Source: an optimization exercise on an open RTL-to-GDS flow (aim: small area, a short achievable clock period and few clock cycles per item). Production flows keep margins and buffers that such runs may drop. The RTL was checked by simulation tests, not by an equivalence proof against the original design.

[flow/run.sh]
#!/bin/bash
# synth_recipe.tcl (not shown) runs the flow's synth.tcl, then flattens the netlist and writes it again
# the make line also repeats each setting of config.mk as NAME=value (left out here)
make -C /OpenROAD-flow-scripts/flow DESIGN_CONFIG=/design/flow/config.mk WORK_HOME=/design/flow/orfs CLKGATE_MAP_FILE= SYNTH_SCRIPT=/design/flow/synth_recipe.tcl finish
[flow/config.mk]
export PLATFORM = sky130hd
export DESIGN_NAME = sys_matmul_stream
export DESIGN_NICKNAME = sys_matmul_stream
export VERILOG_FILES = /design/flow/design.v
export SDC_FILE = /design/flow/constraint.sdc
export NUM_CORES = 4
export LEC_CHECK = 0
export CAP_MARGIN = 20
export CORE_MARGIN = 2
export CORE_UTILIZATION = 40
export SLEW_MARGIN = 20
[flow/constraint.sdc]
create_clock -name core_clock -period 8.0 [get_ports {CLK}]
set_input_delay 1.6000 -clock core_clock [delete_from_list [all_inputs] [get_ports {CLK}]]
set_output_delay 1.6000 -clock core_clock [all_outputs]
set_load 0.01 [all_outputs]
[flow/design.v]
module sys_matmul_stream #(
  parameter int N      = 3,
  parameter int DW     = 8,
  parameter int ACC_W  = 2*DW + $clog2(N),
  parameter int SIGNED = 0
) (
  input  logic             CLK,
  input  logic             rst_n,
  input  logic             vld_in,
  output logic             rdy_in,
  input  logic [DW-1:0]    a,
  input  logic [DW-1:0]    b,
  input  logic             keep,
  output logic             vld_out,
  input  logic             rdy_out,
  output logic [ACC_W-1:0] c,
  output logic             last_out,
  output logic             busy,
  output logic [1:0]       dbg_state
);
  logic [3:0] ph;           
  logic [3:0] lb;           
  logic       lpar;         
  logic       lkeep;        
  logic       have_prev;    
  logic       cact;         
  logic       cfull;        
  logic [3:0] cp;           
  logic       cpar;
  logic       ckeep;
  logic [4:0] outst;        
  logic [3:0] op;           
  logic       fv;           
  logic       fkeep;
  logic [ACC_W-1:0] psum;   
  logic       r_rdy, r_vld, r_last, r_busy, r_dbg0;
  logic [DW-1:0] a_q, b_q;
  logic          v_q, wpar_q;
  logic [DW-1:0] A00, A01, A02, A11, A12, A21, A22;
  logic [DW-1:0] A10 [2];
  logic [DW-1:0] A20 [2];
  logic [DW-1:0] B10, B11, B12, B20, B21, B22;
  logic [DW-1:0] B00 [2];
  logic [DW-1:0] B01 [2];
  logic [DW-1:0] B02 [2];
  logic [ACC_W-1:0] L [9];
  function automatic logic [3:0] inc9(input logic [3:0] x);
    inc9 = (x == 4'd8) ? 4'd0 : x + 4'd1;
  endfunction
  function automatic logic [3:0] elem_at(input logic [3:0] p);
    elem_at = (p >= 4'd7) ? p - 4'd7 : p + 4'd2;
  endfunction
  logic hs_in, hs_out;
  assign hs_in  = vld_in && r_rdy;
  assign hs_out = r_vld && rdy_out;
  logic [3:0] e_m;
  assign e_m = elem_at(ph);
  logic m_ready, m_fire;
  always_comb begin
    case (e_m)
      4'd0:                m_ready = 1'b1;
      4'd1, 4'd3, 4'd4:    m_ready = cfull || (lb == 4'd8);
      default:             m_ready = cfull;
    endcase
  end
  assign m_fire = cact && (cp == e_m) && m_ready && (outst <= 5'd8);
  logic [3:0] ph_n, lb_n, cp_n, op_n;
  logic       lpar_n, lkeep_n, have_prev_n, cact_n, cfull_n, cpar_n, ckeep_n;
  logic [4:0] outst_n;
  logic       vld_n, rdy_n;
  logic       idle;
  assign idle = (lb == 4'd0) && !cact && (outst == 5'd0) && !hs_in;
  always_comb begin
    ph_n        = (!have_prev && idle) ? 4'd0 : inc9(ph);
    lb_n        = hs_in ? ((lb == 4'd8) ? 4'd0 : lb + 4'd1) : lb;
    lpar_n      = lpar ^ (hs_in && (lb == 4'd8));
    lkeep_n     = (hs_in && (lb == 4'd0)) ? (keep && have_prev) : lkeep;
    have_prev_n = have_prev || (hs_in && (lb == 4'd8));
    cact_n      = cact;
    cp_n        = cp;
    cfull_n     = cfull;
    cpar_n      = cpar;
    ckeep_n     = ckeep;
    if (m_fire) begin
      cp_n = cp + 4'd1;
      if (cp == 4'd8) cact_n = 1'b0;
    end
    if (hs_in && (lb == 4'd6)) begin
      cact_n  = 1'b1;
      cp_n    = 4'd0;
      cfull_n = 1'b0;
      cpar_n  = lpar;
      ckeep_n = lkeep;
    end
    if (hs_in && (lb == 4'd8)) cfull_n = 1'b1;
    outst_n = outst + {4'd0, m_fire} - {4'd0, hs_out};
    op_n    = hs_out ? inc9(op) : op;
    vld_n   = (ph_n == op_n) && (outst_n > {4'd0, m_fire}) &&
              !(cact_n && !cfull_n && (outst_n == {1'b0, cp_n}));
    rdy_n   = (ph_n == lb_n) &&
              (!cact_n || !cfull_n || ((cp_n == elem_at(ph_n)) && (outst_n <= {1'b0, cp_n})));
  end
  always_ff @(posedge CLK) begin
    if (!rst_n) begin
      ph        <= '0;
      lb        <= '0;
      lpar      <= 1'b0;
      lkeep     <= 1'b0;
      have_prev <= 1'b0;
      cact      <= 1'b0;
      cfull     <= 1'b0;
      cp        <= '0;
      cpar      <= 1'b0;
      ckeep     <= 1'b0;
      outst     <= '0;
      op        <= '0;
      fv        <= 1'b0;
      fkeep     <= 1'b0;
      v_q       <= 1'b0;
      r_rdy     <= 1'b1;
      r_vld     <= 1'b0;
      r_last    <= 1'b0;
      r_busy    <= 1'b0;
      r_dbg0    <= 1'b0;
    end else begin
      ph        <= ph_n;
      lb        <= lb_n;
      lpar      <= lpar_n;
      lkeep     <= lkeep_n;
      have_prev <= have_prev_n;
      cact      <= cact_n;
      cfull     <= cfull_n;
      cp        <= cp_n;
      cpar      <= cpar_n;
      ckeep     <= ckeep_n;
      outst     <= outst_n;
      op        <= op_n;
      fv        <= m_fire;
      fkeep     <= ckeep;
      v_q       <= hs_in;
      r_rdy     <= rdy_n;
      r_vld     <= vld_n;
      r_last    <= vld_n && (op_n == 4'd8);
      r_busy    <= (lb_n != 4'd0) || cact_n || (outst_n != 5'd0);
      r_dbg0    <= !rdy_n && !vld_n;
    end
  end
  logic [3:0] k_q;    
  assign k_q = (ph == 4'd0) ? 4'd8 : ph - 4'd1;
  always_ff @(posedge CLK) begin
    a_q    <= a;
    b_q    <= b;
    wpar_q <= lpar;
    if (v_q) begin
      case (k_q)
        4'd0: begin A00 <= a_q;         B00[wpar_q] <= b_q; end
        4'd1: begin A10[wpar_q] <= a_q; B01[wpar_q] <= b_q; end
        4'd2: begin A20[wpar_q] <= a_q; B02[wpar_q] <= b_q; end
        4'd3: begin A01 <= a_q;         B10 <= b_q; end
        4'd4: begin A11 <= a_q;         B11 <= b_q; end
        4'd5: begin A21 <= a_q;         B12 <= b_q; end
        4'd6: begin A02 <= a_q;         B20 <= b_q; end
        4'd7: begin A12 <= a_q;         B21 <= b_q; end
        default: begin A22 <= a_q;      B22 <= b_q; end
      endcase
    end
  end
  logic [1:0] rr, ss;
  always_comb begin
    case (e_m)
      4'd0: begin rr = 2'd0; ss = 2'd0; end
      4'd1: begin rr = 2'd0; ss = 2'd1; end
      4'd2: begin rr = 2'd0; ss = 2'd2; end
      4'd3: begin rr = 2'd1; ss = 2'd0; end
      4'd4: begin rr = 2'd1; ss = 2'd1; end
      4'd5: begin rr = 2'd1; ss = 2'd2; end
      4'd6: begin rr = 2'd2; ss = 2'd0; end
      4'd7: begin rr = 2'd2; ss = 2'd1; end
      default: begin rr = 2'd2; ss = 2'd2; end
    endcase
  end
  logic [DW-1:0] x0, x1, x2, y0, y1, y2;
  logic fwd_a, fwd_b;
  assign fwd_a = v_q && (ph == 4'd7);
  assign fwd_b = v_q && ((ph == 4'd7) || (ph == 4'd8) || (ph == 4'd0));
  always_comb begin
    case (rr)
      2'd0:    begin x0 = A00;       x1 = A01; x2 = A02; end
      2'd1:    begin x0 = A10[cpar]; x1 = A11; x2 = A12; end
      default: begin x0 = A20[cpar]; x1 = A21; x2 = A22; end
    endcase
    if (fwd_a) x2 = a_q;
    case (ss)
      2'd0:    begin y0 = B00[cpar]; y1 = B10; y2 = B20; end
      2'd1:    begin y0 = B01[cpar]; y1 = B11; y2 = B21; end
      default: begin y0 = B02[cpar]; y1 = B12; y2 = B22; end
    endcase
    if (fwd_b) y2 = b_q;
  end
  always_ff @(posedge CLK) begin
    psum <= ACC_W'(x0) * ACC_W'(y0) + ACC_W'(x1) * ACC_W'(y1) + ACC_W'(x2) * ACC_W'(y2);
  end
  always_ff @(posedge CLK) begin
    L[0] <= fv ? ((fkeep ? L[8] : '0) + psum) : L[8];
    for (int i = 1; i < 9; i++) L[i] <= L[i-1];
  end
  assign rdy_in    = r_rdy;
  assign vld_out   = r_vld;
  assign last_out  = r_last;
  assign busy      = r_busy;
  assign dbg_state = {r_vld, r_dbg0};
  assign c         = r_vld ? L[0] : '0;
endmodule
==> reports/metrics.csv <==
metric,value,unit
report.final.slew_viol_count,0,
cts_hold_repair.buffers,0,
fin_cells,2852,
cts.clk_slew.worst_paths,0.06,ns
io_pins,45,
placed_cells_incl_taps,2738,
run_status,finished with violations,
cp_data_required_time,8.47,ns
timing_worst_slew_pin_value,0.946,ns
final_hold_fails,0,
vias_per_cell,4.91,
timing.hold.worst_endpoint,L[8][8],
cts_buffers,44,
drt_pre_antenna_iters,7,
met3RoutedLength,2290,µm
core-area,53700,µm²
ys_async_sr_fraction,0,
yosysUniqueCellTypes,78,
rr_startpoint,ph[1],
overall_via_count_from_detail_route,14000,
clock_latency,0.57,ns
synth-edff-count,184,
rows,85,
maximum_cell_stage_delay_along_the_critical_path,0.55,ns
finalNetCount,2449,
die_area,56100,µm²
failed_checks,negative setup slack,
wl,48900,µm
maximum_level_of_the_cts_h_tree,2,
synthDominantCellAreaShare,0.255,
synth_seq_cells,418,
timing.critical_path.arrival,8.51,ns
wire_length_on_met1,22200,µm
final_layout_size_suffix_gt1_frac,0.189,
design_area,26400,µm²
grt_pass1_wl,79000,µm
avgSynthCellArea,11.6,µm²
detailedRoute.firstIterationViolations,917,
placed_cell_area,24200,µm²
clock_period_minus_worst_slack,8.04,ns
slew-limit-headroom,0.369,
dieWidth,237,µm
globalRouteOverflowTotal,0,
synthTopCellsByArea,"sky130_fd_sc_hd__edfxtp_1 (25%), sky130_fd_sc_hd__dfxtp_1 (22%), sky130_fd_sc_hd__fa_1 (15%)",
topRoutingLayerUsed,met4,
tritoncts,built,
detail-route-antenna-nets,0,
root_buffer,sky130_fd_sc_hd__clkbuf_16,
r2r_setup_slack,-0.04,ns
final.setup_skew,0.0235,ns
detail_route.wl_per_cell,17.2,µm
antenna_found_initial,0,
final.setup.worst_slack,-0.0364,ns
cell_type_of_the_slowest_stage_on_the_worst_timing_path,sky130_fd_sc_hd__fa_1,
critical_path.reg2reg.endpoint,psum[16],
synthesis.yosys.warnings,2,
setup.worst_path.end_class,flip-flop,
hold_crit_depth,0,
global_route.usage.total,0.177,
clockBufferDepth,3,
syn-cell-area,21700,µm²
die_y,237,µm
netlist_top_cells_count,"sky130_fd_sc_hd__inv_1 (290), sky130_fd_sc_hd__dfxtp_1 (234), sky130_fd_sc_hd__edfxtp_1 (184)",
min-delay-path-class,reg2reg,
fin_setup_tns,-0.0533,ns
syn_to_final_growth,21.6,%
final_setup_violating_endpoints,2,
worst-r2r-cell-count,35,
diodes,0,
grt_setup_unrepaired,true,
placement.io_buffers,44,
grt_max_degree,33,
post-synth-top-area-cell,sky130_fd_sc_hd__edfxtp_1,
grt_pass1_vias,14600,
met2_length,22900,µm
synth.net_count,2199,
cap_violations,0,
worst_hold_startpoint,L[7][8],
synthMostInstantiatedCell,sky130_fd_sc_hd__inv_1,
number_of_remaining_drc_errors,0,
clock-sinks,418,
cp-startpoint,ph[1],
routabilityCongestion,0.907,
final_hpwl_dp,36600,µm
final_critical_path_share_of_the_clock_period,1.00,
synth_seq_area_share,0.471,
dominantRegCellSynth,sky130_fd_sc_hd__dfxtp_1,
post_synth_inst_count,1870,
start_util,0.404,
critical_path.startpoint_type,flip-flop,
path_max_fanout,6,
worst-setup-path-type,reg2reg,
fmaxAchievable,0.124,GHz
-- registers in the layout (all words and copies together), names as in the netlist, 16 cells and up, named ones only --
name	count
L	162
psum	18
A10	16
A20	16
B00	16
B01	16
B02	16
-- area by class of cell --
class                   count  area (µm²)
well taps                 696         871
inverters                 291        1090
multi-input cells        1119       10600
flip-flops and latches    418       10200
clock buffers              53        1160
clock inverters            29         324
fillers                  4732       27300
repair buffers            246        2100
-- critical path: cells and delay by family, from the launching register on --
family                     cells  cell delay [ns]
adders and majority gates      9             3.67
AOI/OAI and AO/OA              8             1.59
buffers and inverters         13             1.37
and+or+nand+nor                3             0.53
DFF                            1             0.37
muxes                          1             0.25
xor gates and xnor gates       1             0.15
-- routing by layer --
metal / vias to the layer above / track usage
met3: 83 / 0.0254
met5: - / 0
met1: 6899 / 0.243
li1: 6689 / -
met4: 0 / 0.0583
met2: 345 / 0.289
-- timing repair --
| action | in CTS | in global routing |
|---|---|---|
| buffers inserted | 12 | 18 |
| pin swaps | 11 | 39 |
| gates resized for setup | 40 | 61 |
| cloned | 1 | 2 |
| endpoints found under the setup margin | 3 | 5 |
| endpoints found under the hold margin | 0 | 0 |
-- worst max-delay path by stage --
stage / to / cells after the start
floorplan: psum[16] / 32
CTS: psum[16] / 31
finish: psum[16] / 35
global placement: psum[17] / 29
detailed placement: psum[17] / 30
global route: psum[17] / 32
-- cells by family (layout without fill, tap and decap cells) --
kind of cell	Yosys count	count (layout)	synth area share
AOI/OAI and AO/OA	201	201	0.0665
xor gates and xnor gates	48	48	0.0197
adders and majority gates	308	308	0.234
buffers and inverters	333	619	0.0600
DFF	418	418	0.471
muxes	75	75	0.0407
and+or+nand+nor	487	487	0.108
-- per-stage QoR --
step | hold slack, ns | setup WS [ns] | utilization
floorplan | 0.310 | 0.00997 | -
global placement | 0.312 | -0.201 | 0.450
detailed placement | 0.312 | -0.432 | 0.450
CTS | 0.321 | -0.0667 | 0.484
global route | 0.320 | -0.298 | 0.491
finish | 0.321 | -0.0364 | 0.491
-- layout by cell type, fill, tap and decap left out, types with 8 or more instances in the layout --
cell | synthesis | layout
sky130_fd_sc_hd__inv_1 | 290 | 282
sky130_fd_sc_hd__dfxtp_1 | 234 | 231
sky130_fd_sc_hd__edfxtp_1 | 184 | 184
sky130_fd_sc_hd__buf_4 | 6 | 183
sky130_fd_sc_hd__nor2_1 | 173 | 169
sky130_fd_sc_hd__fa_1 | 163 | 157
sky130_fd_sc_hd__ha_1 | 145 | 136
sky130_fd_sc_hd__nand2_1 | 101 | 98
sky130_fd_sc_hd__and2_1 | 55 | 55
sky130_fd_sc_hd__clkbuf_16 | 0 | 45
sky130_fd_sc_hd__clkdlybuf4s50_1 | 0 | 44
sky130_fd_sc_hd__a21oi_1 | 50 | 39
sky130_fd_sc_hd__xnor2_1 | 38 | 38
sky130_fd_sc_hd__mux2i_1 | 41 | 35
sky130_fd_sc_hd__nor2b_1 | 30 | 29
sky130_fd_sc_hd__o21ai_0 | 30 | 25
sky130_fd_sc_hd__or2_1 | 26 | 25
sky130_fd_sc_hd__mux2_2 | 26 | 25
sky130_fd_sc_hd__nand3_1 | 19 | 19
sky130_fd_sc_hd__a222oi_1 | 18 | 18
sky130_fd_sc_hd__nor3_1 | 23 | 18
sky130_fd_sc_hd__and3_1 | 13 | 13
sky130_fd_sc_hd__nand2b_1 | 13 | 12
sky130_fd_sc_hd__o21ai_1 | 13 | 10
sky130_fd_sc_hd__buf_6 | 2 | 10
sky130_fd_sc_hd__xor2_1 | 9 | 9
sky130_fd_sc_hd__ha_4 | 0 | 9
sky130_fd_sc_hd__a21o_1 | 9 | 8
sky130_fd_sc_hd__o21ai_2 | 1 | 8
sky130_fd_sc_hd__mux4_2 | 8 | 8
sky130_fd_sc_hd__o21a_1 | 8 | 8
sky130_fd_sc_hd__a211oi_1 | 10 | 8
Testbench counts, summed over its fixed seeds: cycles 14,472, items 1,600.

what the ideal ports hide:
Ports are ideal in the flow. The routed layout listed here was re-timed in OpenROAD.
Step 1, drivers: a clkbuf_16 drives CLK and a buf_2 each remaining input, both assumed.
Step 2, shift: input delay + t, output delay - t, t = (earliest + latest rising clock arrival at the registers) / 2. This alone moves slack from input paths to output paths.
Slacks: ideal / step 1 / step 2; pairs: ideal / step 1.
t, ns: 0.619
slack for setup (ns): -0.036 / -0.036 / -0.036
slew at the worst register clock pin (ns): 0.07 / 0.07
worst data-port slew with drivers (ns): 0.04
The setup slack of this run moves by 0.000 ns with the drivers and by 0.000 ns with both steps.
